What follows belongs to an exercise in optimizing a design on an open flow for a short achievable clock period and few clock cycles per item; a production flow would make more cautious choices. Only simulation tests tie the RTL to the original design; equivalence was not proved. Power and IR drop assume default switching activity.

--- flow/run.sh ---
#!/bin/bash
# synth_recipe.tcl (not shown) runs the flow's synth.tcl, then flattens the netlist and writes it again
# the make line also repeats each setting of config.mk as NAME=value (left out here)
make -C /OpenROAD-flow-scripts/flow DESIGN_CONFIG=/design/flow/config.mk WORK_HOME=/design/flow/orfs CLKGATE_MAP_FILE= SYNTH_SCRIPT=/design/flow/synth_recipe.tcl finish
--- flow/config.mk ---
export PLATFORM = sky130hd
export DESIGN_NAME = pcie_host_if_top
export DESIGN_NICKNAME = pcie_host_if_top
export VERILOG_FILES = /design/flow/design.v
export SDC_FILE = /design/flow/constraint.sdc
export NUM_CORES = 4
export LEC_CHECK = 0
export CAP_MARGIN = 20
export CORE_MARGIN = 2
export CORE_UTILIZATION = 25
export GPL_ROUTABILITY_DRIVEN = 1
export PLACE_DENSITY = 0.3
export SETUP_SLACK_MARGIN = 2.5
export SLEW_MARGIN = 20
export SYNTH_MEMORY_MAX_BITS = 16384
--- flow/constraint.sdc ---
create_clock -name core_clock -period 6.5 [get_ports {clk}]
set_input_delay 1.3000 -clock core_clock [delete_from_list [all_inputs] [get_ports {clk}]]
set_output_delay 1.3000 -clock core_clock [all_outputs]
set_load 0.01 [all_outputs]
--- flow/design.v ---
`timescale 1ns/1ps
package host_if_pkg;
  typedef enum logic [1:0] {
    TGT_NONE = 2'd0,
    TGT_MEM  = 2'd1,
    TGT_DMA  = 2'd2
  } target_e;
  typedef struct packed {
    target_e                  target;
    logic                     wr;
    logic                     rd;
    logic [32-1:0]  addr;    
    logic [32-1:0]  count;   
  } xfer_req_t;
  typedef struct packed {
    logic                         rdy;
    logic [24-1:0] size;
    logic [32-1:0]      data;
  } ing_src_t;
  typedef struct packed {
    logic act;
    logic stb;
  } ing_ctl_t;
  typedef struct packed {
    logic [2-1:0]      rdy;
    logic [24-1:0] size;
  } egr_sink_t;
  typedef struct packed {
    logic [2-1:0] act;
    logic                    stb;
    logic [32-1:0] data;
  } egr_src_t;
endpackage
`timescale 1ns/1ps
module host_target_router (
  input  host_if_pkg::xfer_req_t i_req,
  input  host_if_pkg::ing_src_t  i_host_ing,
  output host_if_pkg::ing_ctl_t  o_host_ing,
  input  host_if_pkg::egr_sink_t i_host_egr,
  output host_if_pkg::egr_src_t  o_host_egr,
  output host_if_pkg::ing_src_t  o_mem_ing,
  input  host_if_pkg::ing_ctl_t  i_mem_ing,
  output host_if_pkg::egr_sink_t o_mem_egr,
  input  host_if_pkg::egr_src_t  i_mem_egr,
  output host_if_pkg::ing_src_t  o_dma_ing,
  input  host_if_pkg::ing_ctl_t  i_dma_ing,
  output host_if_pkg::egr_sink_t o_dma_egr,
  input  host_if_pkg::egr_src_t  i_dma_egr,
  output logic                   o_mem_wr_en,
  output logic                   o_mem_rd_en,
  output logic                   o_dma_rd_en,
  input  logic                   i_mem_wr_fin,
  input  logic                   i_mem_rd_fin,
  input  logic                   i_dma_idle,
  input  logic                   i_dma_rd_fin,
  output logic                   o_write_fin,
  output logic                   o_read_fin
);
  logic mem_wr_sel;
  logic mem_rd_sel;
  logic dma_wr_sel;
  logic dma_rd_sel;
  assign mem_wr_sel = (i_req.target == host_if_pkg::TGT_MEM) && i_req.wr;
  assign mem_rd_sel = (i_req.target == host_if_pkg::TGT_MEM) && i_req.rd;
  assign dma_wr_sel = (i_req.target == host_if_pkg::TGT_DMA) && i_req.wr;
  assign dma_rd_sel = (i_req.target == host_if_pkg::TGT_DMA) && i_req.rd;
  assign o_mem_wr_en = mem_wr_sel;
  assign o_mem_rd_en = mem_rd_sel;
  assign o_dma_rd_en = dma_rd_sel;
  assign o_mem_ing = mem_wr_sel ? i_host_ing : '0;
  assign o_dma_ing = dma_wr_sel ? i_host_ing : '0;
  assign o_mem_egr = mem_rd_sel ? i_host_egr : '0;
  assign o_dma_egr = dma_rd_sel ? i_host_egr : '0;
  assign o_host_ing = mem_wr_sel ? i_mem_ing :
                      dma_wr_sel ? i_dma_ing : '0;
  assign o_host_egr = mem_rd_sel ? i_mem_egr :
                      dma_rd_sel ? i_dma_egr : '0;
  assign o_write_fin = mem_wr_sel ? i_mem_wr_fin :
                       dma_wr_sel ? i_dma_idle   : 1'b0;
  assign o_read_fin  = mem_rd_sel ? i_mem_rd_fin :
                       dma_rd_sel ? i_dma_rd_fin : 1'b0;
endmodule
`timescale 1ns/1ps
module ppfifo_mem_writer (
  input  logic                         clk,
  input  logic                         rst,
  input  logic                         i_en,
  input  logic [8-1:0]      i_base,
  input  logic [32-1:0]      i_count,
  input  host_if_pkg::ing_src_t        i_ing,
  output host_if_pkg::ing_ctl_t        o_ing,
  output logic                         o_wr_en,
  output logic [8-1:0]      o_wr_addr,
  output logic [32-1:0]      o_wr_data,
  output logic                         o_fin
);
  logic                         run;
  logic                         own;       
  logic                         more;      
  logic                         fin;
  logic [24-1:0] bcnt1;     
  logic [32-1:0]      total;     
  logic [32-1:0]      total1;    
  logic                         take;
  logic                         pop;
  logic [24-1:0] bcnt1_eff;
  logic                         buf_last;
  logic                         xfer_last;
  assign run       = i_en && !rst;
  assign take      = run && !own && more && i_ing.rdy;
  assign pop       = (run && own) || take;
  assign bcnt1_eff = own ? bcnt1 : {{(24-1){1'b0}}, 1'b1};
  assign buf_last  = (bcnt1_eff == i_ing.size);
  assign xfer_last = (total1 == i_count);
  assign o_ing.act = pop;
  assign o_ing.stb = pop;
  assign o_fin     = fin;
  always_ff @(posedge clk) begin
    if (!run) begin
      own    <= 1'b0;
      more   <= 1'b0;
      fin    <= 1'b0;
      bcnt1  <= '0;
      total  <= '0;
      total1 <= {{(32-1){1'b0}}, 1'b1};
    end else begin
      own   <= pop && !buf_last && !xfer_last;
      bcnt1 <= bcnt1_eff + 1'b1;
      if (pop) begin
        total  <= total1;
        total1 <= total1 + 1'b1;
        more   <= !xfer_last;
        fin    <= xfer_last;
      end else begin
        more   <= (total != i_count);
        fin    <= (total == i_count);
      end
    end
  end
  always_ff @(posedge clk) begin
    o_wr_en   <= pop;
    o_wr_addr <= i_base + total[8-1:0];
    o_wr_data <= i_ing.data;
  end
endmodule
`timescale 1ns/1ps
module ppfifo_mem_reader (
  input  logic                         clk,
  input  logic                         rst,
  input  logic                         i_en,
  input  logic [8-1:0]      i_base,
  input  logic [32-1:0]      i_count,
  input  host_if_pkg::egr_sink_t       i_egr,
  output host_if_pkg::egr_src_t        o_egr,
  output logic [8-1:0]      o_rd_addr,
  input  logic [32-1:0]      i_rd_data,
  output logic                         o_fin
);
  localparam int QD = 4;
  logic                         run;
  logic [8-1:0]      rd_addr;
  logic                         issued_any;
  logic                         rd_vld;      
  logic                         mem_vld;     
  logic [2:0]                   items;       
  logic                         issue;
  logic [32-1:0]      q_data [QD];
  logic [1:0]                   q_wp;
  logic [1:0]                   q_rp;
  logic [2:0]                   q_cnt;
  logic                         q_ne;
  logic                         hold;        
  logic                         cur;
  logic                         more;        
  logic                         fin;
  logic [24-1:0] bcnt1;       
  logic [32-1:0]      sent;
  logic [32-1:0]      sent1;
  logic                         take_ok;
  logic [2-1:0]      take;
  logic                         stb;
  logic [24-1:0] bcnt1_eff;
  logic                         buf_last;
  logic                         xfer_last;
  assign run = i_en && !rst;
  assign issue     = run && (items != QD);
  assign o_rd_addr = rd_addr;
  always_ff @(posedge clk) begin
    if (issue) begin
      rd_addr <= issued_any ? rd_addr + 1'b1 : i_base;
    end
  end
  always_ff @(posedge clk) begin
    if (!run) begin
      issued_any <= 1'b0;
      rd_vld     <= 1'b0;
      mem_vld    <= 1'b0;
      items      <= '0;
      q_wp       <= '0;
      q_rp       <= '0;
      q_cnt      <= '0;
      q_ne       <= 1'b0;
    end else begin
      issued_any <= issued_any || issue;
      rd_vld     <= issue;
      mem_vld    <= rd_vld;
      items      <= items + issue - stb;
      if (mem_vld) q_wp <= q_wp + 1'b1;
      if (stb)     q_rp <= q_rp + 1'b1;
      q_cnt      <= q_cnt + mem_vld - stb;
      q_ne       <= (q_cnt + mem_vld - stb) != '0;
    end
  end
  always_ff @(posedge clk) begin
    if (mem_vld) q_data[q_wp] <= i_rd_data;
  end
  assign take_ok   = run && !hold && more;
  assign take[0]   = take_ok && i_egr.rdy[0] && (cur  || !i_egr.rdy[1]);
  assign take[1]   = take_ok && i_egr.rdy[1] && (!cur || !i_egr.rdy[0]);
  assign stb       = ((run && hold) || (take != '0)) && q_ne;
  assign bcnt1_eff = hold ? bcnt1 : {{(24-1){1'b0}}, 1'b1};
  assign buf_last  = (bcnt1_eff == i_egr.size);
  assign xfer_last = (sent1 == i_count);
  assign o_egr.act  = (run && hold) ? (cur ? 2'b10 : 2'b01) : take;
  assign o_egr.stb  = stb;
  assign o_egr.data = q_data[q_rp];
  assign o_fin      = fin;
  always_ff @(posedge clk) begin
    if (!run) begin
      hold  <= 1'b0;
      cur   <= 1'b1;
      more  <= 1'b0;
      fin   <= 1'b0;
      bcnt1 <= '0;
      sent  <= '0;
      sent1 <= {{(32-1){1'b0}}, 1'b1};
    end else begin
      hold <= (hold || (take != '0)) && !(stb && (buf_last || xfer_last));
      if (take != '0) cur <= take[1];
      if (stb) bcnt1 <= bcnt1_eff + 1'b1;
      else     bcnt1 <= bcnt1_eff;
      if (stb) begin
        sent  <= sent1;
        sent1 <= sent1 + 1'b1;
        more  <= !xfer_last;
        fin   <= xfer_last;
      end else begin
        more  <= (sent != i_count);
        fin   <= (sent == i_count);
      end
    end
  end
endmodule
`timescale 1ns/1ps
module word_mem (
  input  logic                    clk,
  input  logic                    i_wr_en,
  input  logic [8-1:0] i_wr_addr,
  input  logic [32-1:0] i_wr_data,
  input  logic [8-1:0] i_rd_addr,
  output logic [32-1:0] o_rd_data
);
  localparam int DEPTH = 1 << 8;
  localparam int GRP   = 16;
  localparam int NGRP  = DEPTH / GRP;
  logic [NGRP-1:0][GRP-1:0][32-1:0] words;
  logic [NGRP-1:0][32-1:0]  cand;
  logic [8-5:0]            hi;
  for (genvar i = 0; i < DEPTH; i++) begin : g_word
    always_ff @(posedge clk) begin
      if (i_wr_en && (i_wr_addr == i)) begin
        words[i / GRP][i % GRP] <= i_wr_data;
      end
    end
  end
  for (genvar g = 0; g < NGRP; g++) begin : g_grp
    always_ff @(posedge clk) begin
      cand[g] <= words[g][i_rd_addr[3:0]];
    end
  end
  always_ff @(posedge clk) begin
    hi <= i_rd_addr[8-1:4];
  end
  assign o_rd_data = cand[hi];
endmodule
`timescale 1ns/1ps
module dma_read_tracker (
  input  logic                    clk,
  input  logic                    rst,
  input  logic                    i_en,
  input  logic [32-1:0] i_count,
  input  logic                    i_stb,
  output logic                    o_fin
);
  logic [32-1:0] cnt;
  logic [32-1:0] cnt1;
  logic                    below;
  logic                    adv;
  assign below = (cnt < i_count);
  assign adv   = i_stb && below;
  always_ff @(posedge clk) begin
    if (rst || !i_en) begin
      cnt   <= '0;
      cnt1  <= {{(32-1){1'b0}}, 1'b1};
      o_fin <= 1'b0;
    end else begin
      if (adv) begin
        cnt  <= cnt1;
        cnt1 <= cnt1 + 1'b1;
      end
      o_fin <= adv ? (cnt1 == i_count) : !below;
    end
  end
endmodule
`timescale 1ns/1ps
module pcie_host_interface (
  input  logic                   clk,
  input  logic                   rst,
  input  host_if_pkg::xfer_req_t i_req,
  input  host_if_pkg::ing_src_t  i_host_ing,
  output host_if_pkg::ing_ctl_t  o_host_ing,
  input  host_if_pkg::egr_sink_t i_host_egr,
  output host_if_pkg::egr_src_t  o_host_egr,
  output host_if_pkg::ing_src_t  o_dma_ing,
  input  host_if_pkg::ing_ctl_t  i_dma_ing,
  output host_if_pkg::egr_sink_t o_dma_egr,
  input  host_if_pkg::egr_src_t  i_dma_egr,
  input  logic                   i_dma_idle,
  output logic                   o_write_fin,
  output logic                   o_read_fin
);
  host_if_pkg::ing_src_t   mem_ing_src;
  host_if_pkg::ing_ctl_t   mem_ing_ctl;
  host_if_pkg::egr_sink_t  mem_egr_sink;
  host_if_pkg::egr_src_t   mem_egr_src;
  logic                    mem_wr_en;
  logic                    mem_rd_en;
  logic                    dma_rd_en;
  logic                    mem_wr_fin;
  logic                    mem_rd_fin;
  logic                    dma_rd_fin;
  logic                    ram_wr_en;
  logic [8-1:0] ram_wr_addr;
  logic [32-1:0] ram_wr_data;
  logic [8-1:0] ram_rd_addr;
  logic [32-1:0] ram_rd_data;
  host_target_router u_router (
    .i_req        (i_req),
    .i_host_ing   (i_host_ing),
    .o_host_ing   (o_host_ing),
    .i_host_egr   (i_host_egr),
    .o_host_egr   (o_host_egr),
    .o_mem_ing    (mem_ing_src),
    .i_mem_ing    (mem_ing_ctl),
    .o_mem_egr    (mem_egr_sink),
    .i_mem_egr    (mem_egr_src),
    .o_dma_ing    (o_dma_ing),
    .i_dma_ing    (i_dma_ing),
    .o_dma_egr    (o_dma_egr),
    .i_dma_egr    (i_dma_egr),
    .o_mem_wr_en  (mem_wr_en),
    .o_mem_rd_en  (mem_rd_en),
    .o_dma_rd_en  (dma_rd_en),
    .i_mem_wr_fin (mem_wr_fin),
    .i_mem_rd_fin (mem_rd_fin),
    .i_dma_idle   (i_dma_idle),
    .i_dma_rd_fin (dma_rd_fin),
    .o_write_fin  (o_write_fin),
    .o_read_fin   (o_read_fin)
  );
  ppfifo_mem_writer u_writer (
    .clk       (clk),
    .rst       (rst),
    .i_en      (mem_wr_en),
    .i_base    (i_req.addr[8-1:0]),
    .i_count   (i_req.count),
    .i_ing     (mem_ing_src),
    .o_ing     (mem_ing_ctl),
    .o_wr_en   (ram_wr_en),
    .o_wr_addr (ram_wr_addr),
    .o_wr_data (ram_wr_data),
    .o_fin     (mem_wr_fin)
  );
  ppfifo_mem_reader u_reader (
    .clk       (clk),
    .rst       (rst),
    .i_en      (mem_rd_en),
    .i_base    (i_req.addr[8-1:0]),
    .i_count   (i_req.count),
    .i_egr     (mem_egr_sink),
    .o_egr     (mem_egr_src),
    .o_rd_addr (ram_rd_addr),
    .i_rd_data (ram_rd_data),
    .o_fin     (mem_rd_fin)
  );
  word_mem u_mem (
    .clk       (clk),
    .i_wr_en   (ram_wr_en),
    .i_wr_addr (ram_wr_addr),
    .i_wr_data (ram_wr_data),
    .i_rd_addr (ram_rd_addr),
    .o_rd_data (ram_rd_data)
  );
  dma_read_tracker u_tracker (
    .clk     (clk),
    .rst     (rst),
    .i_en    (dma_rd_en),
    .i_count (i_req.count),
    .i_stb   (i_dma_egr.stb),
    .o_fin   (dma_rd_fin)
  );
endmodule
`timescale 1ns/1ps
module pcie_host_if_top (
  input  logic        clk,
  input  logic        rst,
  input  logic [1:0]  i_req_target,
  input  logic        i_req_wr,
  input  logic        i_req_rd,
  input  logic [31:0] i_req_addr,
  input  logic [31:0] i_req_count,
  input  logic        i_host_ing_rdy,
  input  logic [23:0] i_host_ing_size,
  input  logic [31:0] i_host_ing_data,
  output logic        o_host_ing_act,
  output logic        o_host_ing_stb,
  input  logic [1:0]  i_host_egr_rdy,
  input  logic [23:0] i_host_egr_size,
  output logic [1:0]  o_host_egr_act,
  output logic        o_host_egr_stb,
  output logic [31:0] o_host_egr_data,
  output logic        o_dma_ing_rdy,
  output logic [23:0] o_dma_ing_size,
  output logic [31:0] o_dma_ing_data,
  input  logic        i_dma_ing_act,
  input  logic        i_dma_ing_stb,
  output logic [1:0]  o_dma_egr_rdy,
  output logic [23:0] o_dma_egr_size,
  input  logic [1:0]  i_dma_egr_act,
  input  logic        i_dma_egr_stb,
  input  logic [31:0] i_dma_egr_data,
  input  logic        i_dma_idle,
  output logic        o_write_fin,
  output logic        o_read_fin
);
  host_if_pkg::xfer_req_t  req;
  host_if_pkg::ing_src_t   host_ing_src;
  host_if_pkg::ing_ctl_t   host_ing_ctl;
  host_if_pkg::egr_sink_t  host_egr_sink;
  host_if_pkg::egr_src_t   host_egr_src;
  host_if_pkg::ing_src_t   dma_ing_src;
  host_if_pkg::ing_ctl_t   dma_ing_ctl;
  host_if_pkg::egr_sink_t  dma_egr_sink;
  host_if_pkg::egr_src_t   dma_egr_src;
  assign req.target = host_if_pkg::target_e'(i_req_target);
  assign req.wr     = i_req_wr;
  assign req.rd     = i_req_rd;
  assign req.addr   = i_req_addr;
  assign req.count  = i_req_count;
  assign host_ing_src.rdy  = i_host_ing_rdy;
  assign host_ing_src.size = i_host_ing_size;
  assign host_ing_src.data = i_host_ing_data;
  assign o_host_ing_act    = host_ing_ctl.act;
  assign o_host_ing_stb    = host_ing_ctl.stb;
  assign host_egr_sink.rdy  = i_host_egr_rdy;
  assign host_egr_sink.size = i_host_egr_size;
  assign o_host_egr_act     = host_egr_src.act;
  assign o_host_egr_stb     = host_egr_src.stb;
  assign o_host_egr_data    = host_egr_src.data;
  assign o_dma_ing_rdy    = dma_ing_src.rdy;
  assign o_dma_ing_size   = dma_ing_src.size;
  assign o_dma_ing_data   = dma_ing_src.data;
  assign dma_ing_ctl.act  = i_dma_ing_act;
  assign dma_ing_ctl.stb  = i_dma_ing_stb;
  assign o_dma_egr_rdy    = dma_egr_sink.rdy;
  assign o_dma_egr_size   = dma_egr_sink.size;
  assign dma_egr_src.act  = i_dma_egr_act;
  assign dma_egr_src.stb  = i_dma_egr_stb;
  assign dma_egr_src.data = i_dma_egr_data;
  pcie_host_interface u_core (
    .clk         (clk),
    .rst         (rst),
    .i_req       (req),
    .i_host_ing  (host_ing_src),
    .o_host_ing  (host_ing_ctl),
    .i_host_egr  (host_egr_sink),
    .o_host_egr  (host_egr_src),
    .o_dma_ing   (dma_ing_src),
    .i_dma_ing   (dma_ing_ctl),
    .o_dma_egr   (dma_egr_sink),
    .i_dma_egr   (dma_egr_src),
    .i_dma_idle  (i_dma_idle),
    .o_write_fin (o_write_fin),
    .o_read_fin  (o_read_fin)
  );
endmodule
==> impl_metrics.yaml, run 1 <==
grt:
  antenna_found_initial: 208
  overflow: 0
  grt_max_degree: 129
  grt_pass1_vias: 169000
  grt_usage_pct: 18.05
  grt_pass1_wl_um: 1681000
critical_path:
  slowest_delay_ns: 0.64
  rr_endpoint: "u_core.u_mem.words[4068]$_DFFE_PP_"
  end_kind: "output pin"
  crit_path_max_fanout: 6
  start_kind: "flip-flop"
  r2r_start: "u_core.u_writer.o_wr_addr[6]$_DFF_P_"
  cpMostUsedCell: "buf_12"
  ff2ff_path_depth: 4
  worstPathCellList: "buf_12 > buf_12 > buf_12 > buf_12 > mux4_2 > a22o_1 > buf_2"
  cp_data_required_time_ns: 5.20
  cp.arrival_ns: 3.16
  r2r_slack_ns: 2.57
  crit_slowest_cell: "mux4_2"
  crit_type: "flip-flop to output pin"
cts:
  root_buffer: "clkbuf_16"
  clock_sinks: 9149
  insertion_delay_ns: 1.27
  cts_made_buffers: 1191
  cts_tree: "done"
  path_clk_slew_ns: 0.06
  cts_buffer_depth: 6
  htreeDepth: 7
routing:
  drt_wl_total_um: 1276000
  via_count: 162200
  first_pass_iters: 6
  drc_errors: 0
  viasPerCell: 4.575
  ant_nets: 1
  wire_per_inst_um: 35.99
  drt_iter0_drc: 15770
finish:
  n_fill_cell: 131400
  fin_cells: 35450
  multi_input_area_um2: 75960
  seq_area_um2: 266700
  final_cell_mix: "edfxtp_1, mux4_2, clkbuf_16"
  mostFrequentLayoutCell: "edfxtp_1"
  design_area_um2: 414300
  area_growth_pct: 20.65
  layout-drive-gt1-share_pct: 32.87
  fin_nets: 16600
synthesis:
  synth_edf_count: 8328
  ys.flop_type: "edfxtp_1"
  synth.yosys.seq_area_share_pct: 77.61
  syn_inst: 14720
  ys_warn_count: 4
  async_flop_share_pct: 0
  ys_ff_latch: 9149
  syn_area_per_cell_um2: 23.33
  netlist_area_um2: 343400
  syn-num-nets: 14970
  yosys.cell_types.count: 63
run_status:
  status: "failed layout checks"
  so_faults: "antenna rules"
timing:
  min_period_ns: 4.460
  setup_tns_ns: 0
  worstMarginPinSlew_ns: 1.160
  slew_headroom_pct: 22.64
  rsz0062_at_grt: "true"
  timing.final.hold_violations: 0
  setup_viol: 0
  max_freq_ghz: 0.2242
  skew_ns: 0.07911
  drv_slew: 0
  timing.final.crit_share_pct: 68.62
min_path:
  hold_class: "flip-flop to flip-flop"
  hold_start: "u_core.u_reader.rd_vld$_SDFF_PP0_"
  holdPathStages: 1
  hold_path_end: "u_core.u_reader.mem_vld$_SDFF_PP0_"
placed_design:
  place_hpwl_um: 769200
  place_congestion: 0.7198
  place_area_um2: 375500
  port_buffers: 288
  dp_cells: 33090
flow_run:
  max-cap-violations: 0
power_and_ir_drop:
  pwr-share-clk_pct: 48.7
  p_leak_nw: 113.1
  combPwrFrac_pct: 1.7
  power.internal_mw: 101.8
  p_sw_mw: 27.05
  powerDensity_nw_per_um2: 311.1
  swShare_pct: 20.99
  vdd_drop_max_uv: 192.5
  pwr-share-seq_pct: 49.6
die:
  initial_core_util_pct: 25.06
  fp.dieH_um: 1176
  die_area_um2: 1383000
  num_rows: 430
  ios: 313
  core_area_um2: 1370000
  die_w_um: 1176
worst max-delay path, delay by kind of cell, from the launching register on:
kind | cells | cell delay, ns
buffers and inverters | 5 | 0.66
multiplexers | 1 | 0.64
flip-flops | 1 | 0.35
AO/OA/AOI/OAI | 1 | 0.23
metal layers:
layer	track usage, %	wire length, µm	share of wire [%]	vias up
met5	0	150	0.012	-
met4	3.062	20880	1.6	22
met3	2.688	57790	4.5	1355
met2	30.18	621600	49	4175
met1	25.29	575300	45	90760
li1	-	-	-	65860
logic make-up (layout without fill, tap and decap cells):
logic type | count (synthesis) | after routing | share of synthesized area, %
adder cells (fa/ha/maj) | 55 | 55 | 0.2069
multiplexers | 2794 | 2794 | 18.17
flip-flops | 9149 | 9149 | 77.61
AO/OA/AOI/OAI | 338 | 338 | 0.5913
buffers and inverters | 866 | 3343 | 0.9589
other | 0 | 96 | 0
AND/OR/NAND/NOR | 1235 | 1246 | 1.738
XOR/XNOR | 285 | 285 | 0.7269
power by group through the flow:
stage | logic [mW] | registers [mW] | clock network (mW)
final | 2.20 | 64.0 | 62.7
after global routing | 2.35 | 63.9 | 67.0
after CTS | 2.30 | 64.0 | 64.9
after detailed placement | 2.28 | 65.2 | 0
after global placement | 2.27 | 65.2 | 0
after floorplan | 0.867 | 65.2 | 0
synth_stat cells, types with 9 or more instances:
cell | n | area [µm²]
a21oi_1 | 143 | 715.7
a22o_1 | 35 | 306.5
a31oi_1 | 21 | 131.4
and2_1 | 135 | 844.6
and3_1 | 36 | 225.2
and4_1 | 9 | 78.83
buf_1 | 194 | 728.2
buf_2 | 9 | 45.04
clkbuf_1 | 585 | 2196
dfxtp_1 | 821 | 16440
edfxtp_1 | 8328 | 250100
ha_1 | 52 | 650.6
inv_1 | 71 | 266.5
mux2i_1 | 42 | 420.4
mux4_2 | 2752 | 61980
nand2_1 | 305 | 1145
nand2b_1 | 22 | 137.6
nand3_1 | 88 | 440.4
nand4_1 | 76 | 475.5
nor2_1 | 400 | 1501
nor2b_1 | 12 | 75.07
nor3_1 | 35 | 175.2
nor4_1 | 42 | 262.8
nor4bb_1 | 19 | 190.2
o21ai_0 | 81 | 405.4
o31ai_1 | 12 | 90.09
or3_1 | 17 | 106.4
or4_1 | 19 | 142.6
xnor2_1 | 163 | 1428
xor2_1 | 122 | 1069
worst max path at each step:
stage / start / slack [ns] / cells past startpoint / endpoint
CTS: flip-flop / 1.86 / 7 / o_host_egr_data[16]
global placement: i_req_count[25] / 1.08 / 10 / u_core.u_tracker.cnt[28]$_SDFFE_PP0P_
detailed placement: i_req_count[25] / 1.10 / 10 / u_core.u_tracker.cnt1[31]$_SDFFE_PP0P_
global route: flip-flop / 1.93 / 7 / o_host_egr_data[15]
floorplan: rst / 2.40 / 15 / u_core.u_reader.items[2]$_SDFF_PP0_
finish: flip-flop / 2.04 / 7 / o_host_egr_data[15]
metrics by stage:
| stage | power [mW] | worst slack [ns] | hold WS, ns | util [%] |
|---|---|---|---|---|
| final | 128.9 | 2.040 | 0.4327 | 30.24 |
| after global routing | 133.3 | 1.928 | 0.4464 | 30.22 |
| after CTS | 131.2 | 1.860 | 0.4366 | 30.17 |
| after detailed placement | 67.49 | 1.097 | 0.4082 | 27.40 |
| after global placement | 67.49 | 1.078 | 0.4112 | 27.36 |
| after floorplan | 66.08 | 2.401 | 0.3677 | - |
sequential cells by signal, indices dropped and copies added (netlist names), 3 cells and up, named ones only:
register                   count
u_core.u_mem.words          8192
u_core.u_mem.cand            512
u_core.u_reader.q_data       128
u_core.u_reader.sent1         32
u_core.u_reader.sent          32
u_core.u_tracker.cnt1         32
u_core.u_tracker.cnt          32
u_core.u_writer.o_wr_data     32
u_core.u_writer.total1        32
u_core.u_writer.total         32
u_core.u_reader.bcnt1         24
u_core.u_writer.bcnt1         24
u_core.u_reader.rd_addr        8
u_core.u_writer.o_wr_addr      8
u_core.u_mem.hi                4
u_core.u_reader.items          3
u_core.u_reader.q_cnt          3
repair_timing:
item                                    in CTS  in global routing
hold endpoints to repair                     0                  0
pin swaps                                   76                 43
cloned                                      11                  2
resized for setup                          243                 19
hold buffers                                 0                  0
buffers inserted                           134                 62
endpoints found under the setup margin    3233                308
area by class of cell:
class | instances | area share [%]
diodes | 96 | 0.05798
clock buffers | 1642 | 7.962
clock inverters | 409 | 0.8002
inverters | 72 | 0.06553
multi-input cells | 4718 | 18.33
flip-flops and latches | 9149 | 64.36
well taps | 18140 | 5.479
repair buffers | 1220 | 2.945
Testbench counts, summed over its fixed seeds: cycles 18,303, words 17,350.
==> inputs of run 2 (changes only) <==
--- a/flow/design.v
+++ b/flow/design.v
@@ -97,4 +97,5 @@
   logic                         run;
   logic                         own;       
+  logic                         tk;        
   logic                         more;      
   logic                         fin;
@@ -102,4 +103,5 @@
   logic [32-1:0]      total;     
   logic [32-1:0]      total1;    
+  logic [8-1:0]      waddr;     
   logic                         take;
   logic                         pop;
@@ -108,5 +110,5 @@
   logic                         xfer_last;
   assign run       = i_en && !rst;
-  assign take      = run && !own && more && i_ing.rdy;
+  assign take      = run && tk && i_ing.rdy;
   assign pop       = (run && own) || take;
   assign bcnt1_eff = own ? bcnt1 : {{(24-1){1'b0}}, 1'b1};
@@ -119,4 +121,5 @@
     if (!run) begin
       own    <= 1'b0;
+      tk     <= 1'b0;
       more   <= 1'b0;
       fin    <= 1'b0;
@@ -132,15 +135,19 @@
         more   <= !xfer_last;
         fin    <= xfer_last;
+        tk     <= (buf_last && !xfer_last);
       end else begin
         more   <= (total != i_count);
         fin    <= (total == i_count);
+        tk     <= (total != i_count);
       end
     end
   end
   always_ff @(posedge clk) begin
-    o_wr_en   <= pop;
-    o_wr_addr <= i_base + total[8-1:0];
-    o_wr_data <= i_ing.data;
+    if (!more && !fin) waddr <= i_base;
+    else if (pop)      waddr <= waddr + 1'b1;
   end
+  assign o_wr_en   = pop;
+  assign o_wr_addr = waddr;
+  assign o_wr_data = i_ing.data;
 endmodule
 `timescale 1ns/1ps
@@ -153,5 +160,6 @@
   input  host_if_pkg::egr_sink_t       i_egr,
   output host_if_pkg::egr_src_t        o_egr,
-  output logic [8-1:0]      o_rd_addr,
+  output logic                         o_rd_first,
+  output logic                         o_rd_adv,
   input  logic [32-1:0]      i_rd_data,
   output logic                         o_fin
@@ -159,17 +167,18 @@
   localparam int QD = 4;
   logic                         run;
-  logic [8-1:0]      rd_addr;
   logic                         issued_any;
-  logic                         rd_vld;      
   logic                         mem_vld;     
   logic [2:0]                   items;       
   logic                         issue;
-  logic [32-1:0]      q_data [QD];
-  logic [1:0]                   q_wp;
-  logic [1:0]                   q_rp;
+  logic [32-1:0]      q_data [QD];   
+  logic [QD-1:0]                q_wsel;
   logic [2:0]                   q_cnt;
-  logic                         q_ne;
-  logic                         hold;        
-  logic                         cur;
+  logic [2:0]                   q_cnt_nxt;
+  logic                         q_ne_nxt;
+  logic [2-1:0]      hold;        
+  logic [2-1:0]      tk;          
+  logic                         hq;          
+  logic [2-1:0]      tq;          
+  logic                         pref;        
   logic                         more;        
   logic                         fin;
@@ -177,57 +186,67 @@
   logic [32-1:0]      sent;
   logic [32-1:0]      sent1;
-  logic                         take_ok;
   logic [2-1:0]      take;
+  logic [2-1:0]      own;         
   logic                         stb;
   logic [24-1:0] bcnt1_eff;
   logic                         buf_last;
   logic                         xfer_last;
+  logic                         rel;
+  logic                         more_nxt;
+  logic [2-1:0]      hold_nxt;
+  logic                         pref_nxt;
+  logic [2-1:0]      tk_nxt;
   assign run = i_en && !rst;
-  assign issue     = run && (items != QD);
-  assign o_rd_addr = rd_addr;
-  always_ff @(posedge clk) begin
-    if (issue) begin
-      rd_addr <= issued_any ? rd_addr + 1'b1 : i_base;
-    end
-  end
+  assign issue      = run && (items != QD);
+  assign o_rd_first = !issued_any;
+  assign o_rd_adv   = issue;
+  assign q_cnt_nxt = q_cnt + mem_vld - stb;
+  assign q_ne_nxt  = (q_cnt_nxt != '0);
   always_ff @(posedge clk) begin
     if (!run) begin
       issued_any <= 1'b0;
-      rd_vld     <= 1'b0;
       mem_vld    <= 1'b0;
       items      <= '0;
-      q_wp       <= '0;
-      q_rp       <= '0;
       q_cnt      <= '0;
-      q_ne       <= 1'b0;
     end else begin
       issued_any <= issued_any || issue;
-      rd_vld     <= issue;
-      mem_vld    <= rd_vld;
+      mem_vld    <= issue;
       items      <= items + issue - stb;
-      if (mem_vld) q_wp <= q_wp + 1'b1;
-      if (stb)     q_rp <= q_rp + 1'b1;
-      q_cnt      <= q_cnt + mem_vld - stb;
-      q_ne       <= (q_cnt + mem_vld - stb) != '0;
+      q_cnt      <= q_cnt_nxt;
     end
   end
-  always_ff @(posedge clk) begin
-    if (mem_vld) q_data[q_wp] <= i_rd_data;
+  for (genvar i = 0; i < QD; i++) begin : g_q
+    assign q_wsel[i] = mem_vld && (stb ? (q_cnt == i + 1) : (q_cnt == i));
+    always_ff @(posedge clk) begin
+      if (q_wsel[i]) begin
+        q_data[i] <= i_rd_data;
+      end else if (stb) begin
+        q_data[i] <= (i + 1 < QD) ? q_data[(i + 1) % QD] : q_data[i];
+      end
+    end
   end
-  assign take_ok   = run && !hold && more;
-  assign take[0]   = take_ok && i_egr.rdy[0] && (cur  || !i_egr.rdy[1]);
-  assign take[1]   = take_ok && i_egr.rdy[1] && (!cur || !i_egr.rdy[0]);
-  assign stb       = ((run && hold) || (take != '0)) && q_ne;
-  assign bcnt1_eff = hold ? bcnt1 : {{(24-1){1'b0}}, 1'b1};
+  assign take      = {run && tk[1] && i_egr.rdy[1], run && tk[0] && i_egr.rdy[0]};
+  assign own       = (run ? hold : 2'b00) | take;
+  assign stb       = run && (hq || (tq[0] && i_egr.rdy[0]) || (tq[1] && i_egr.rdy[1]));
+  assign bcnt1_eff = (hold != '0) ? bcnt1 : {{(24-1){1'b0}}, 1'b1};
   assign buf_last  = (bcnt1_eff == i_egr.size);
   assign xfer_last = (sent1 == i_count);
-  assign o_egr.act  = (run && hold) ? (cur ? 2'b10 : 2'b01) : take;
+  assign rel       = stb && (buf_last || xfer_last);
+  assign more_nxt  = stb ? !xfer_last : (sent != i_count);
+  assign hold_nxt  = rel ? 2'b00 : own;
+  assign pref_nxt  = rel            ? !own[1] :
+                     (own == 2'b00) ? !pref   : pref;
+  assign tk_nxt    = ((hold_nxt == '0) && more_nxt) ? {pref_nxt, !pref_nxt} : 2'b00;
+  assign o_egr.act  = own;
   assign o_egr.stb  = stb;
-  assign o_egr.data = q_data[q_rp];
+  assign o_egr.data = q_data[0];
   assign o_fin      = fin;
   always_ff @(posedge clk) begin
     if (!run) begin
-      hold  <= 1'b0;
-      cur   <= 1'b1;
+      hold  <= '0;
+      tk    <= '0;
+      hq    <= 1'b0;
+      tq    <= '0;
+      pref  <= 1'b0;
       more  <= 1'b0;
       fin   <= 1'b0;
@@ -236,16 +255,15 @@
       sent1 <= {{(32-1){1'b0}}, 1'b1};
     end else begin
-      hold <= (hold || (take != '0)) && !(stb && (buf_last || xfer_last));
-      if (take != '0) cur <= take[1];
-      if (stb) bcnt1 <= bcnt1_eff + 1'b1;
-      else     bcnt1 <= bcnt1_eff;
+      hold  <= hold_nxt;
+      tk    <= tk_nxt;
+      hq    <= (hold_nxt != '0) && q_ne_nxt;
+      tq    <= q_ne_nxt ? tk_nxt : 2'b00;
+      pref  <= pref_nxt;
+      more  <= more_nxt;
+      fin   <= stb ? xfer_last : (sent == i_count);
+      bcnt1 <= stb ? bcnt1_eff + 1'b1 : bcnt1_eff;
       if (stb) begin
         sent  <= sent1;
         sent1 <= sent1 + 1'b1;
-        more  <= !xfer_last;
-        fin   <= xfer_last;
-      end else begin
-        more  <= (sent != i_count);
-        fin   <= (sent == i_count);
       end
     end
@@ -258,5 +276,7 @@
   input  logic [8-1:0] i_wr_addr,
   input  logic [32-1:0] i_wr_data,
-  input  logic [8-1:0] i_rd_addr,
+  input  logic                    i_rd_first,
+  input  logic                    i_rd_adv,
+  input  logic [8-1:0] i_rd_base,
   output logic [32-1:0] o_rd_data
 );
@@ -267,18 +287,48 @@
   logic [NGRP-1:0][32-1:0]  cand;
   logic [8-5:0]            hi;
+  localparam int WGRP  = 32;
+  localparam int NWGRP = DEPTH / WGRP;
+  logic [DEPTH-1:0]                    wr_line;
+  logic [NWGRP-1:0][32-1:0]  wr_data;
+  for (genvar i = 0; i < DEPTH; i++) begin : g_line
+    always_ff @(posedge clk) begin
+      wr_line[i] <= i_wr_en && (i_wr_addr == i);
+    end
+  end
+  for (genvar w = 0; w < NWGRP; w++) begin : g_wdata
+    always_ff @(posedge clk) begin
+      if (i_wr_en && (i_wr_addr[8-1:5] == w)) begin
+        wr_data[w] <= i_wr_data;
+      end
+    end
+  end
   for (genvar i = 0; i < DEPTH; i++) begin : g_word
     always_ff @(posedge clk) begin
-      if (i_wr_en && (i_wr_addr == i)) begin
-        words[i / GRP][i % GRP] <= i_wr_data;
+      if (wr_line[i]) begin
+        words[i / GRP][i % GRP] <= wr_data[i / WGRP];
       end
     end
   end
+  logic [8-1:0] rd_next;
+  logic [8-1:0] rd_cur;
+  logic [8-1:0] rd_inc;
+  assign rd_cur = i_rd_first ? i_rd_base : rd_next;
+  assign rd_inc = rd_cur + 1'b1;
+  always_ff @(posedge clk) begin
+    if (i_rd_adv) rd_next <= rd_inc;
+  end
   for (genvar g = 0; g < NGRP; g++) begin : g_grp
+    logic [3:0] lo_next;    
+    logic [3:0] lo;
+    always_ff @(posedge clk) begin
+      if (i_rd_adv && (rd_inc[8-1:4] == g)) lo_next <= rd_inc[3:0];
+    end
+    assign lo = i_rd_first ? i_rd_base[3:0] : lo_next;
     always_ff @(posedge clk) begin
-      cand[g] <= words[g][i_rd_addr[3:0]];
+      cand[g] <= words[g][lo];
     end
   end
   always_ff @(posedge clk) begin
-    hi <= i_rd_addr[8-1:4];
+    hi <= rd_cur[8-1:4];
   end
   assign o_rd_data = cand[hi];
@@ -343,5 +393,6 @@
   logic [8-1:0] ram_wr_addr;
   logic [32-1:0] ram_wr_data;
-  logic [8-1:0] ram_rd_addr;
+  logic                    ram_rd_first;
+  logic                    ram_rd_adv;
   logic [32-1:0] ram_rd_data;
   host_target_router u_router (
@@ -390,5 +441,6 @@
     .i_egr     (mem_egr_sink),
     .o_egr     (mem_egr_src),
-    .o_rd_addr (ram_rd_addr),
+    .o_rd_first(ram_rd_first),
+    .o_rd_adv  (ram_rd_adv),
     .i_rd_data (ram_rd_data),
     .o_fin     (mem_rd_fin)
@@ -399,5 +451,7 @@
     .i_wr_addr (ram_wr_addr),
     .i_wr_data (ram_wr_data),
-    .i_rd_addr (ram_rd_addr),
+    .i_rd_first(ram_rd_first),
+    .i_rd_adv  (ram_rd_adv),
+    .i_rd_base (i_req.addr[8-1:0]),
     .o_rd_data (ram_rd_data)
   );
==> flow/flow/run.sh (new file) <==
#!/bin/bash
# Standard layout, with two changes:
# - the ports are constrained to one span of the top edge before IO
#   placement (flow/pins.tcl);
# - the port buffers are buf_4 rather than the slow delay buffer
#   buffer_ports picks by default.
set -euo pipefail
W=$(pwd)
bash standard.sh PRE_IO_PLACEMENT_TCL="$W/flow/pins.tcl" \
  BUFFER_PORTS_ARGS="-buffer_cell sky130_fd_sc_hd__buf_4" finish > "$W/orfs_make.log" 2>&1
==> flow/flow/pins.tcl (new file) <==
# Place every signal port in one span in the middle of the top edge, so
# the short paths between ports (the DMA pass-through and the routed
# handshakes) stay short. The clock port goes in the middle of that span,
# nearer the middle of the die than a corner.
set block [ord::get_db_block]
set dbu [$block getDefUnits]
set die [$block getDieArea]
set w [expr {double([$die dx]) / $dbu}]
set span 460.0
set lo [expr {max(10.0, $w / 2.0 - $span / 2.0)}]
set hi [expr {min($w - 10.0, $w / 2.0 + $span / 2.0)}]
set names {}
foreach bt [$block getBTerms] {
  set n [$bt getName]
  if {$n ne "clk" && [$bt getSigType] ne "POWER" && [$bt getSigType] ne "GROUND"} {
    lappend names $n
  }
}
puts "pins.tcl: [llength $names] ports on top:[format %.1f $lo]-[format %.1f $hi]"
set_io_pin_constraint -pin_names $names -region top:[format %.1f $lo]-[format %.1f $hi]
set mid [expr {$w / 2.0}]
set_io_pin_constraint -pin_names {clk} -region top:[format %.1f [expr {$mid - 3.0}]]-[format %.1f [expr {$mid + 3.0}]]
==> flow/standard.sh (new file) <==
#!/bin/bash
# synth_recipe.tcl (not shown) runs the flow's synth.tcl, then flattens the netlist and writes it again
# the make line also repeats each setting of config.mk as NAME=value (left out here)
make -C /OpenROAD-flow-scripts/flow DESIGN_CONFIG=/design/flow/config.mk WORK_HOME=/design/flow/orfs CLKGATE_MAP_FILE= SYNTH_SCRIPT=/design/flow/synth_recipe.tcl "${@:-finish}"
--- a/flow/config.mk
+++ b/flow/config.mk
@@ -8,8 +8,8 @@
 export CAP_MARGIN = 20
 export CORE_MARGIN = 2
-export CORE_UTILIZATION = 25
+export CORE_UTILIZATION = 40
 export GPL_ROUTABILITY_DRIVEN = 1
-export PLACE_DENSITY = 0.3
-export SETUP_SLACK_MARGIN = 2.5
+export PLACE_DENSITY = 0.5
+export SETUP_SLACK_MARGIN = 3.0
 export SLEW_MARGIN = 20
 export SYNTH_MEMORY_MAX_BITS = 16384
removed: flow/run.sh
==> impl_metrics.yaml, run 2 <==
synthesis:
  yosys.cell_types.count: 75
  syn_area_per_cell_um2: 20.59
  syn-num-nets: 17810
  synthTopCellsByArea: "edfxtp_1, mux4_2, dfxtp_1"
  netlist_top_cells_count: "edfxtp_1, mux4_2, nand2_1, dfxtp_1, and2_1"
  ys_warn_count: 5
  netlist_area_um2: 361800
  ys_ff_latch: 9690
  netlist.area_leader.share_pct: 71.85
  async_flop_share_pct: 0
  synth.yosys.seq_area_share_pct: 77.57
  synth_edf_count: 8656
  yosys.area.top_type: "edfxtp_1"
  ys.flop_type: "edfxtp_1"
  syn_inst: 17570
  yosysMostFrequentCell: "edfxtp_1"
timing:
  max_freq_ghz: 0.2673
  timing.final.crit_share_pct: 57.55
  slew_headroom_pct: 16.99
  rsz0062_at_grt: "true"
  timing.final.hold_violations: 0
  skew_ns: 0.07938
  drv_slew: 0
  min_period_ns: 3.741
  setup_tns_ns: 0
  worstMarginPinSlew_ns: 1.239
  setup_slack_ns: 2.759
  holdWs_ns: 0.4395
  setup_viol: 0
min_path:
  hold_class: "flip-flop to flip-flop"
cts:
  root_buffer: "clkbuf_16"
  insertion_delay_ns: 1.15
  hold_buffers: 0
  cts_tree: "done"
  cts_buffer_depth: 5
  clock_sinks: 9690
  htreeDepth: 7
  path_clk_slew_ns: 0.06
  cts_made_buffers: 1070
placed_design:
  port_buffers: 288
  place_congestion: 0.8296
  dp_slack_ns: 1.179
  dp_cells: 29390
  place_hpwl_um: 618700
  place_area_um2: 381900
critical_path:
  cp_data_required_time_ns: 5.20
  crit_path_max_fanout: 7
  critPathTopFamily: "simple AND/OR/NAND/NOR gates"
  worstPathCellList: "buf_12 > and3b_4 > buf_12 > buf_16 > and2_4 > buf_6"
  crit_type: "primary input to output pin"
  crit_slowest_cell: "and3b_4"
  cpMostUsedCell: "buf_12"
  cp.arrival_ns: 2.44
  start_kind: "primary input"
  crit_buf_inv: 4
  slowest_delay_ns: 0.44
  end_kind: "output pin"
finish:
  layout-drive-gt1-share_pct: 27.63
  mostFrequentLayoutCell: "edfxtp_1"
  fin_cells: 31760
  fin_util_pct: 46.60
  n_fill_cell: 75530
  design_area_um2: 420400
  fin_nets: 19020
  final_cell_mix: "edfxtp_1, mux4_2, nand2_1"
  area_growth_pct: 16.21
  top_regs: "u_core.u_mem.words: 8192 flops, u_core.u_mem.cand: 512 flops"
  largest_register: "u_core.u_mem.words"
  largest_reg_flops: 8192
die:
  num_rows: 349
  initial_core_util_pct: 40.10
  core_area_um2: 902200
  die_area_um2: 912000
  fp.dieH_um: 955.0
  ios: 313
  die_w_um: 955.0
grt:
  antenna_found_initial: 130
  grt_pass1_wl_um: 1489000
  grt_max_degree: 73
  overflow: 0
  grt_pass1_vias: 181900
  grt_usage_pct: 23.39
routing:
  first_pass_iters: 6
  ant_nets: 0
  drt_iter0_drc: 21000
  wire_per_inst_um: 34.33
  drc_errors: 0
  drt_wl_total_um: 1090000
  via_count: 182100
  viasPerCell: 5.734
power_and_ir_drop:
  powerDensity_nw_per_um2: 315.3
  power_mw: 132.5
  vdd_drop_max_uv: 281.4
  p_leak_nw: 119.7
run_status:
  status: "no timing/DRC/antenna violations"
flow_run:
  max-cap-violations: 0
==> run 2: cells by family (layout without fill, tap and decap cells) <==
| family | Yosys count | count (layout) | synth area share, % |
|---|---|---|---|
| DFF | 9690 | 9690 | 77.57 |
| other | 0 | 229 | 0 |
| adders and majority gates | 47 | 47 | 0.1667 |
| AOI/OAI and AO/OA | 1437 | 1439 | 2.675 |
| and+or+nand+nor | 2706 | 2711 | 3.525 |
| muxes | 2345 | 2345 | 14.16 |
| xor gates and xnor gates | 296 | 296 | 0.7187 |
| buffers and inverters | 1047 | 3067 | 1.183 |
==> run 2: what timing repair did <==
item | 4_1_cts | 5_1_grt
cloned | 21 | 5
pin swaps | 67 | 33
gates resized for setup | 238 | 67
endpoints found under the setup margin | 807 | 183
setup buffers | 103 | 28
==> run 2: worst reg2reg max path: cells and delay by family, from the launching register on <==
family	cells	cell delay [ns]
AOI/OAI and AO/OA	1	0.06
xor gates and xnor gates	1	0.26
buffers and inverters	2	0.39
DFF	1	0.61
and+or+nand+nor	4	1.89
==> run 2: final timing paths <==
kind | cells past startpoint | endpoint | from | slack (ns)
worst max-delay path | 6 | o_dma_ing_size[1] | i_req_target[0] | 2.76
worst min-delay path | 0 | u_core.u_mem.words[1780]$_DFFE_PP_ | u_core.u_mem.wr_line[55]$_DFF_P_ | 0.44
worst max register to register | 8 | u_core.u_mem.g_grp[13].lo_next[0]$_DFFE_PP_ | u_core.u_reader.issued_any$_SDFF_PP0_ | 2.93
worst min register to register | 0 | u_core.u_mem.words[1780]$_DFFE_PP_ | u_core.u_mem.wr_line[55]$_DFF_P_ | 0.44
==> run 2: cell type report <==
type                            instances  area [µm²]  share of cell area (%)
Inverter                               68       264.0                 0.06280
Multi-Input combinational cell       6838       78640                   18.71
Clock buffer                         1526       30260                   7.198
Clock inverter                        359        2940                  0.6994
Tap cell                            11930       14930                   3.552
Antenna cell                          229       573.1                  0.1363
Sequential cell                      9690      281000                   66.85
Timing Repair Buffer                 1114       11740                   2.792
==> run 2: per-layer routing <==
metal	vias to the layer above	GRT usage, %	share of wire [%]
met3	1597	3.787	6.5
met4	24	8.318	3.5
met2	6751	37.47	48
li1	74430	-	-
met1	99300	32.70	42
met5	-	0.3572	0.026
==> run 2: report_power, final <==
part / internal [mW] / leakage [nW] / total [mW] / switching [mW]
Sequential: 67.2 / 73.5 / 67.9 / 0.698
Combinational: 2.54 / 30.0 / 6.40 / 3.86
Clock: 34.0 / 16.2 / 58.2 / 24.2
Total: 104 / 120 / 133 / 28.8
Testbench counts of run 2, summed over its fixed seeds: cycles 18,247, words 17,350.
==> inputs of run 3 (changes only) <==
--- a/flow/config.mk
+++ b/flow/config.mk
@@ -8,7 +8,7 @@
 export CAP_MARGIN = 20
 export CORE_MARGIN = 2
-export CORE_UTILIZATION = 40
+export CORE_UTILIZATION = 30
 export GPL_ROUTABILITY_DRIVEN = 1
-export PLACE_DENSITY = 0.5
+export PLACE_DENSITY = 0.4
 export SETUP_SLACK_MARGIN = 3.0
 export SLEW_MARGIN = 20
==> impl_metrics.yaml, run 3 <==
timing:
  timing.final.crit_share_pct: 57.91
  min_period_ns: 3.764
  rsz0062_at_grt: "true"
  timing.final.hold_violations: 0
  slew_headroom_pct: 21.97
  skew_ns: 0.05022
  drv_slew: 0
  setup_viol: 0
  worstMarginPinSlew_ns: 1.170
  max_freq_ghz: 0.2657
  setup_tns_ns: 0
finish:
  area_growth_pct: 18.50
  fin_util_pct: 35.63
  largest_register: "u_core.u_mem.words"
  final_cell_mix: "edfxtp_1, mux4_2, nand2_1"
  largest_reg_flops: 8192
  top_regs: "u_core.u_mem.words: 8192 flops, u_core.u_mem.cand: 512 flops"
  layout-drive-gt1-share_pct: 28.51
  fin_cells: 36010
  mostFrequentLayoutCell: "edfxtp_1"
  fin_nets: 19190
die:
  fp.dieH_um: 1102
  ios: 313
  num_rows: 403
  initial_core_util_pct: 30.07
  core_area_um2: 1203000
  die_w_um: 1102
  die_area_um2: 1215000
critical_path:
  crit_slowest_cell: "and3b_4"
  r2r_slack_ns: 2.96
  crit_path_max_fanout: 6
  slowest_delay_ns: 0.41
  endpoint: "o_host_egr_data[31]"
  crit_type: "primary input to output pin"
  end_kind: "output pin"
  cp-startpoint: "i_req_target[1]"
  cp_data_required_time_ns: 5.20
  crit_buf_inv: 5
  rr_endpoint: "u_core.u_mem.cand[109]$_DFF_P_"
  worstPathCellList: "buf_12 > and3b_4 > buf_4 > buf_6 > buf_16 > a22o_1 > buf_6"
  r2r_start: "u_core.u_reader.issued_any$_SDFF_PP0_"
  cpMostUsedCell: "buf_6"
  ff2ff_path_depth: 8
  cp.arrival_ns: 2.46
  critPathTopFamily: "buffers and inverters"
  path_depth: 7
  start_kind: "primary input"
grt:
  grt_max_degree: 83
  grt_usage_pct: 19.17
  grt_pass1_vias: 184700
  overflow: 0
  grt.busiest_layer: "met2"
  met3_usage_pct: 2.425
  grt_pass1_wl_um: 1614000
  use_met1_pct: 27.22
  antenna_found_initial: 137
  grt_util_met2_pct: 31.25
synthesis:
  ys.flop_type: "edfxtp_1"
  ys_ff_latch: 9690
  synth.yosys.seq_area_share_pct: 77.57
  yosysMostFrequentCell: "edfxtp_1"
  syn_area_per_cell_um2: 20.59
  netlist.area_leader.share_pct: 71.85
  async_flop_share_pct: 0
  syn-num-nets: 17810
  synth_edf_count: 8656
  yosys.area.top_type: "edfxtp_1"
  ys_warn_count: 5
  synthTopCellsByArea: "edfxtp_1, mux4_2, dfxtp_1"
  syn_inst: 17570
  netlist_top_cells_count: "edfxtp_1, mux4_2, nand2_1, dfxtp_1, and2_1"
  netlist_area_um2: 361800
  yosys.cell_types.count: 75
power_and_ir_drop:
  pwr-share-clk_pct: 44.5
  p_sw_mw: 30.30
  swShare_pct: 22.50
  combPwrFrac_pct: 4.9
  p_leak_nw: 121.4
  power_mw: 134.7
  power.internal_mw: 104.4
  vdd_drop_max_uv: 255.3
  pwr-share-seq_pct: 50.5
  powerDensity_nw_per_um2: 314.2
routing:
  drt_iter0_drc: 18330
  ant_nets: 0
  via_count: 181200
  drc_errors: 0
  viasPerCell: 5.033
  first_pass_iters: 6
  wire_per_inst_um: 33.23
  drt_wl_total_um: 1196000
placed_design:
  place_hpwl_um: 685000
  port_buffers: 288
  place_congestion: 0.7570
  dp_cells: 33560
cts:
  cts_tree: "done"
  cts_made_buffers: 1078
  cts_buffer_depth: 5
  path_clk_slew_ns: 0.06
  insertion_delay_ns: 1.23
  clock_sinks: 9690
  htreeDepth: 7
  root_buffer: "clkbuf_16"
  hold_buffers: 0
min_path:
  hold_class: "flip-flop to flip-flop"
  hold_start: "u_core.u_mem.wr_line[198]$_DFF_P_"
flow_run:
  max-cap-violations: 0
run_status:
  status: "no timing/DRC/antenna violations"
## run 3: cell counts after synthesis
Identical to the previous run, type by type.
## run 3: how the worst min path moves through the flow
stage | to | slack [ns] | cells after the start
after global routing | u_core.u_tracker.cnt1[0]$_SDFFE_PP1P_ | 0.40 | 3
after global placement | u_core.u_mem.words[4548]$_DFFE_PP_ | 0.43 | 0
after detailed placement | u_core.u_mem.words[6364]$_DFFE_PP_ | 0.43 | 0
after CTS | u_core.u_tracker.cnt1[0]$_SDFFE_PP1P_ | 0.34 | 3
final | u_core.u_mem.words[6364]$_DFFE_PP_ | 0.44 | 0
after floorplan | u_core.u_writer.total[31]$_SDFFE_PN0P_ | 0.44 | 2
## run 3: through the flow
step | hold WS, ns | setup slack [ns] | cell area (µm²)
floorplan | 0.4436 | 2.802 | 362200
global placement | 0.4282 | 1.410 | 388000
detailed placement | 0.4289 | 1.362 | 388500
CTS | 0.3428 | 2.739 | 425300
global route | 0.3957 | 2.739 | 428500
finish | 0.4376 | 2.736 | 428700
## run 3: area by class of cell
| type | count | area [µm²] |
|---|---|---|
| fillers | 112000 | 774400 |
| flip-flops and latches | 9690 | 281000 |
| multi-input cells | 6840 | 78870 |
| clock buffers | 1569 | 30360 |
| well taps | 16000 | 20020 |
| repair buffers | 1273 | 13820 |
| clock inverters | 406 | 3902 |
| diodes | 162 | 405.4 |
| inverters | 68 | 265.3 |
## run 3: metal layers
metal | wire (µm) | vias up
met1 | 534300 | 99980
met3 | 56660 | 1461
met4 | 32370 | 34
met2 | 572900 | 4949
met5 | 200 | -
li1 | - | 74790
## run 3: power by group through the flow
stage / sequential [mW] / clock, mW / combinational, mW
final: 68.0 / 60.0 / 6.66
after global placement: 69.4 / 0 / 6.61
after global routing: 68.0 / 63.7 / 7.03
after floorplan: 68.6 / 0 / 3.64
after detailed placement: 69.4 / 0 / 6.58
after CTS: 68.1 / 61.5 / 6.79
## run 3: kinds of logic (layout without fill, tap and decap cells)
| group | Yosys count | in the layout | share of synthesized area, % |
|---|---|---|---|
| muxes | 2345 | 2345 | 14.16 |
| other | 0 | 162 | 0 |
| AOI/OAI and AO/OA | 1437 | 1438 | 2.675 |
| adders and majority gates | 47 | 47 | 0.1667 |
| buffers and inverters | 1047 | 3316 | 1.183 |
| and+or+nand+nor | 2706 | 2714 | 3.525 |
| DFF | 9690 | 9690 | 77.57 |
| xor gates and xnor gates | 296 | 296 | 0.7187 |
## run 3: what timing repair did
| action | 4_1_cts | 5_1_grt |
|---|---|---|
| cloned | 22 | 4 |
| pin swaps | 65 | 52 |
| setup buffers | 115 | 22 |
| resized for setup | 218 | 94 |
| setup endpoints to repair | 666 | 213 |
==> inputs of run 4 (changes only) <==
--- a/flow/config.mk
+++ b/flow/config.mk
@@ -8,7 +8,7 @@
 export CAP_MARGIN = 20
 export CORE_MARGIN = 2
-export CORE_UTILIZATION = 30
+export CORE_UTILIZATION = 25
 export GPL_ROUTABILITY_DRIVEN = 1
-export PLACE_DENSITY = 0.4
+export PLACE_DENSITY = 0.3
 export SETUP_SLACK_MARGIN = 3.0
 export SLEW_MARGIN = 20
==> impl_metrics.yaml, run 4 <==
grt:
  antenna_found_initial: 151
  grt_usage_pct: 18.26
  grt_pass1_vias: 187800
  grt_max_degree: 73
  overflow: 0
  grt_pass1_wl_um: 1803000
min_path:
  hold_path_end: "u_core.u_tracker.cnt1[0]$_SDFFE_PP1P_"
  holdPathStages: 3
  hold_start: "rst"
  hold_class: "primary input to flip-flop"
timing:
  rsz0062_at_grt: "true"
  setup_viol: 0
  timing.final.crit_share_pct: 58.17
  drv_slew: 0
  slew_headroom_pct: 21.71
  timing.final.hold_violations: 0
  setup_tns_ns: 0
  min_period_ns: 3.781
  skew_ns: 0.07323
  max_freq_ghz: 0.2645
  worstMarginPinSlew_ns: 1.174
synthesis:
  synth.yosys.seq_area_share_pct: 77.57
  yosysMostFrequentCell: "edfxtp_1"
  synthTopCellsByArea: "edfxtp_1, mux4_2, dfxtp_1"
  ys.flop_type: "edfxtp_1"
  netlist_top_cells_count: "edfxtp_1, mux4_2, nand2_1, dfxtp_1, and2_1"
  ys_ff_latch: 9690
  ys_warn_count: 5
  async_flop_share_pct: 0
  syn-num-nets: 17810
  synth_edf_count: 8656
  yosys.cell_types.count: 75
  yosys.area.top_type: "edfxtp_1"
  netlist_area_um2: 361800
  netlist.area_leader.share_pct: 71.85
  syn_inst: 17570
  syn_area_per_cell_um2: 20.59
critical_path:
  ff2ff_path_depth: 4
  start_kind: "primary input"
  r2r_start: "u_core.u_mem.hi[0]$_DFF_P_"
  r2r_slack_ns: 3.06
  end_kind: "output pin"
  crit_path_max_fanout: 6
  rr_endpoint: "u_core.u_reader.q_data[0][27]$_DFFE_PP_"
  cp_data_required_time_ns: 5.20
  crit_type: "primary input to output pin"
  cp.arrival_ns: 2.48
flow_run:
  max-cap-violations: 0
run_status:
  status: "no timing/DRC/antenna violations"
die:
  fp.dieH_um: 1207
  initial_core_util_pct: 25.08
  ios: 313
  die_area_um2: 1457000
  core_area_um2: 1442000
  num_rows: 441
  die_w_um: 1207
cts:
  root_buffer: "clkbuf_16"
  insertion_delay_ns: 1.27
  cts_buffer_depth: 6
  clock_sinks: 9690
  cts_tree: "done"
  htreeDepth: 7
  path_clk_slew_ns: 0.05
  cts_made_buffers: 1228
finish:
  final_cell_mix: "edfxtp_1, mux4_2, clkbuf_16"
  area_growth_pct: 20.64
  n_fill_cell: 140100
  mostFrequentLayoutCell: "edfxtp_1"
  largest_reg_flops: 8192
  fin_nets: 19310
  largest_register: "u_core.u_mem.words"
  fin_util_pct: 30.26
  top_regs: "u_core.u_mem.words: 8192 flops, u_core.u_mem.cand: 512 flops"
  layout-drive-gt1-share_pct: 28.78
placed_design:
  port_buffers: 288
  place_hpwl_um: 794100
  place_congestion: 0.7776
routing:
  first_pass_iters: 5
  ant_nets: 0
  drc_errors: 0
  wire_per_inst_um: 34.55
  viasPerCell: 4.604
  drt_wl_total_um: 1365000
  drt_iter0_drc: 16340
  via_count: 181800
power_and_ir_drop:
  p_leak_nw: 123.0
  vdd_drop_max_uv: 216.3
  powerDensity_nw_per_um2: 321.7
[run 4: critical path: stages]
cell and delay, ns:
buf_12 0.09, buf_4 0.11, buf_6 0.10, nand4bb_4 0.13, clkbuf_16 0.18, nor2_4 0.20, a21o_1 0.22, buf_6 0.14
[run 4: how the worst max path moves through the flow]
stage                              startpoint                                          end  slack (ns)  depth (start not counted)
2_1_floorplan                   i_req_addr[0]  u_core.u_mem.g_grp[11].lo_next[0]$_DFFE_PP_        2.80                          9
3_3_place_gp                    i_req_addr[0]  u_core.u_mem.g_grp[11].lo_next[0]$_DFFE_PP_        1.15                          9
3_5_place_dp                    i_req_addr[0]  u_core.u_mem.g_grp[11].lo_next[3]$_DFFE_PP_        1.17                          9
4_1_cts        u_core.u_writer.own$_SDFF_PN0_                               o_host_ing_act        2.73                          5
5_1_grt                       i_req_target[0]                            o_host_egr_act[0]        2.72                          8
6_report                      i_req_target[0]                            o_host_egr_act[0]        2.72                          8
[run 4: timing repair]
action / CTS / global route
hold endpoints to repair: 0 / 0
pin swaps: 87 / 36
cloned: 19 / 3
gates resized for setup: 226 / 93
endpoints found under the setup margin: 695 / 158
buffers inserted: 100 / 12
hold buffers: 0 / 0
[run 4: layout make-up]
type                    count  area, µm²  share of cell area, %
well taps               19270      24110                  5.524
repair buffers           1247      13710                  3.141
flip-flops and latches   9690     281200                  64.43
clock inverters           423       3385                 0.7755
diodes                    234      585.6                 0.1342
inverters                  68      266.5                0.06106
multi-input cells        6832      78810                  18.06
clock buffers            1728      34390                  7.880
[run 4: report_power, final]
group,internal [mW],switching [mW],total [mW]
registers,67.2,0.821,68.1
clock network,38.8,26.5,65.4
logic,2.60,4.37,6.97
total,109,31.7,140
[run 4: per-stage QoR]
step	setup slack (ns)	instances	power, mW	cell area (µm²)	hold WS, ns
final	2.719	39490	140.4	436500	0.4556
after global routing	2.725	39400	145.2	436200	0.3863
after CTS	2.728	39130	143.0	433500	0.2918
after detailed placement	1.174	36860	76.45	393300	0.4560
after global placement	1.148	36820	76.51	392500	0.4547
after floorplan	2.802	17570	72.26	362200	0.4436
[run 4: logic make-up after synthesis]
kind of cell / after synthesis / synth area share, %
adders and majority gates: 47 / 0.1667
xor gates and xnor gates: 296 / 0.7187
muxes: 2345 / 14.16
and+or+nand+nor: 2706 / 3.525
DFF: 9690 / 77.57
AOI/OAI and AO/OA: 1437 / 2.675
buffers and inverters: 1047 / 1.183
[run 4: metal layers]
layer  wire length (µm)  global-route usage (%)  up-vias  share of wire (%)
li1                   -                       -    75150                  -
met1             624500                   25.84   100800                 46
met2             652700                   30.09     4202                 48
met3              55040                   2.268     1625                4.0
met4              31770                   4.002       32                2.3
met5                580                  0.1819        -              0.043
==> inputs of run 5 (changes only) <==
==> flow/flow/run.sh (replaced) <==
#!/bin/bash
# Standard layout, with three changes:
# - the ports are constrained to one span of the top edge before IO
#   placement (flow/pins.tcl);
# - the port buffers are buf_4 rather than the slow delay buffer
#   buffer_ports picks by default;
# - up to 10 rounds of antenna repair after detailed routing, not 5.
set -euo pipefail
W=$(pwd)
bash standard.sh PRE_IO_PLACEMENT_TCL="$W/flow/pins.tcl" \
  BUFFER_PORTS_ARGS="-buffer_cell sky130_fd_sc_hd__buf_4" \
  MAX_REPAIR_ANTENNAS_ITER_DRT=10 finish > "$W/orfs_make.log" 2>&1
--- a/flow/flow/pins.tcl
+++ b/flow/flow/pins.tcl
@@ -7,5 +7,5 @@
 set die [$block getDieArea]
 set w [expr {double([$die dx]) / $dbu}]
-set span 460.0
+set span 320.0
 set lo [expr {max(10.0, $w / 2.0 - $span / 2.0)}]
 set hi [expr {min($w - 10.0, $w / 2.0 + $span / 2.0)}]
--- a/flow/config.mk
+++ b/flow/config.mk
@@ -8,7 +8,7 @@
 export CAP_MARGIN = 20
 export CORE_MARGIN = 2
-export CORE_UTILIZATION = 25
+export CORE_UTILIZATION = 30
 export GPL_ROUTABILITY_DRIVEN = 1
-export PLACE_DENSITY = 0.3
+export PLACE_DENSITY = 0.4
 export SETUP_SLACK_MARGIN = 3.0
 export SLEW_MARGIN = 20
==> impl_metrics.yaml, run 5 <==
routing:
  drc_errors: 0
  wire_per_inst_um: 33.76
  ant_nets: 0
  first_pass_iters: 5
  via_count: 183300
  drt_iter0_drc: 19180
run_status:
  status: "no timing/DRC/antenna violations"
synthesis:
  ys.flop_type: "edfxtp_1"
  netlist_area_um2: 361800
  synthTopCellsByArea: "edfxtp_1, mux4_2, dfxtp_1"
  async_flop_share_pct: 0
  netlist.area_leader.share_pct: 71.85
  syn_inst: 17570
  ys_warn_count: 5
  synth_edf_count: 8656
  synth.yosys.seq_area_share_pct: 77.57
  yosys.cell_types.count: 75
  netlist_top_cells_count: "edfxtp_1, mux4_2, nand2_1, dfxtp_1, and2_1"
finish:
  n_fill_cell: 111900
  design_area_um2: 429200
  layout-drive-gt1-share_pct: 28.59
  final_cell_mix: "edfxtp_1, mux4_2, nand2_1"
  largest_reg_flops: 8192
  area_growth_pct: 18.64
  fin_nets: 19200
  fin_util_pct: 35.67
  largest_register: "u_core.u_mem.words"
  fin_cells: 36100
die:
  num_rows: 403
  fp.dieH_um: 1102
  initial_core_util_pct: 30.07
  die_area_um2: 1215000
  die_w_um: 1102
critical_path:
  end_kind: "output pin"
  crit_path_max_fanout: 8
  crit_type: "primary input to output pin"
  critPathTopFamily: "buffers and inverters"
  slowest_delay_ns: 0.30
  cp.arrival_ns: 2.44
  crit_buf_inv: 5
  start_kind: "primary input"
power_and_ir_drop:
  combPwrFrac_pct: 5.0
  swShare_pct: 22.72
  p_leak_nw: 121.6
  powerDensity_nw_per_um2: 314.5
  pwr-share-clk_pct: 44.6
  power_mw: 135.0
  vdd_drop_max_uv: 284.4
timing:
  setup_viol: 0
  skew_ns: 0.04735
  timing.final.hold_violations: 0
  min_period_ns: 3.743
  setup_tns_ns: 0
  max_freq_ghz: 0.2671
  slew_headroom_pct: 19.92
  worstMarginPinSlew_ns: 1.201
min_path:
  hold_class: "primary input to flip-flop"
cts:
  insertion_delay_ns: 1.24
  root_buffer: "clkbuf_16"
  cts_tree: "done"
  htreeDepth: 7
  clock_sinks: 9690
  cts_made_buffers: 1079
  cts_buffer_depth: 5
  hold_buffers: 0
placed_design:
  place_congestion: 0.8231
  dp_cells: 33580
  place_area_um2: 388700
grt:
  grt_pass1_vias: 184200
  grt_max_degree: 69
  overflow: 0
## run 5: cell count changes in the layout (fill, tap and decap cells not counted), moves of 24 or more
cell	change
buf_4	+72
clkinv_8	+39
and2_4	-37
clkinv_1	-26
inv_16	+24
clkbuf_1	-57
clkbuf_16	-161
buf_6	-44
## run 5: timing repair
item,in CTS,in global routing
resized for setup,138,112
setup endpoints to repair,881,184
endpoints found under the hold margin,0,0
pin swaps,49,44
buffers inserted,93,33
gates cloned,18,10
## run 5: area by class of cell
type	instances	area, µm²	area share (%)
diodes	253	633.1	0.1475
clock buffers	1522	30290	7.058
clock inverters	453	4274	0.9959
inverters	68	269.0	0.06268
multi-input cells	6839	78700	18.34
flip-flops and latches	9690	281100	65.50
well taps	16000	20020	4.664
repair buffers	1280	13870	3.232
## run 5: cell families after synthesis
kind of cell / Yosys count / synth area share [%]
AO/OA/AOI/OAI: 1437 / 2.675
XOR/XNOR: 296 / 0.7187
adder cells (fa/ha/maj): 47 / 0.1667
buffers and inverters: 1047 / 1.183
flip-flops: 9690 / 77.57
multiplexers: 2345 / 14.16
AND/OR/NAND/NOR: 2706 / 3.525
## run 5: through the flow
stage	setup slack, ns	hold slack [ns]
2_1_floorplan	2.802	0.4436
3_3_place_gp	1.349	0.4536
3_5_place_dp	1.306	0.4513
4_1_cts	2.788	0.2541
5_1_grt	2.774	0.3228
6_report	2.757	0.3645
## run 5: final timing paths
| kind | from | endpoint | slack (ns) | depth (start not counted) |
|---|---|---|---|---|
| max | i_req_target[0] | o_dma_ing_data[25] | 2.76 | 7 |
| min | rst | u_core.u_tracker.cnt1[0]$_SDFFE_PP1P_ | 0.36 | 3 |
| max reg2reg | u_core.u_reader.issued_any$_SDFF_PP0_ | u_core.u_mem.cand[8]$_DFF_P_ | 3.02 | 9 |
| min reg2reg | u_core.u_writer.total[23]$_SDFFE_PN0P_ | u_core.u_writer.total[23]$_SDFFE_PN0P_ | 0.46 | 2 |
## run 5: routing by layer
metal	GRT usage [%]	routed length (µm)
met1	27.58	542100
met2	31.61	579100
met3	3.091	65880
met4	4.883	31370
met5	0.2227	357
## run 5: worst reg2reg max path, cell delays in order, from the launching register on
cell	delay [ns]
dfxtp_4	0.41
nor2b_4	0.32
buf_4	0.63
a21oi_4	0.06
buf_4	0.26
buf_16	0.34
mux4_2	0.49
and2_1	0.17
a211oi_1	0.37
a31oi_1	0.21
## run 5: power groups by stage
| stage | combinational, mW | sequential [mW] | clock (mW) |
|---|---|---|---|
| 2_1_floorplan | 3.64 | 68.6 | 0 |
| 3_3_place_gp | 6.59 | 69.4 | 0 |
| 3_5_place_dp | 6.57 | 69.4 | 0 |
| 4_1_cts | 6.74 | 68.1 | 61.7 |
| 5_1_grt | 7.02 | 68.0 | 64.0 |
| 6_report | 6.69 | 68.1 | 60.2 |
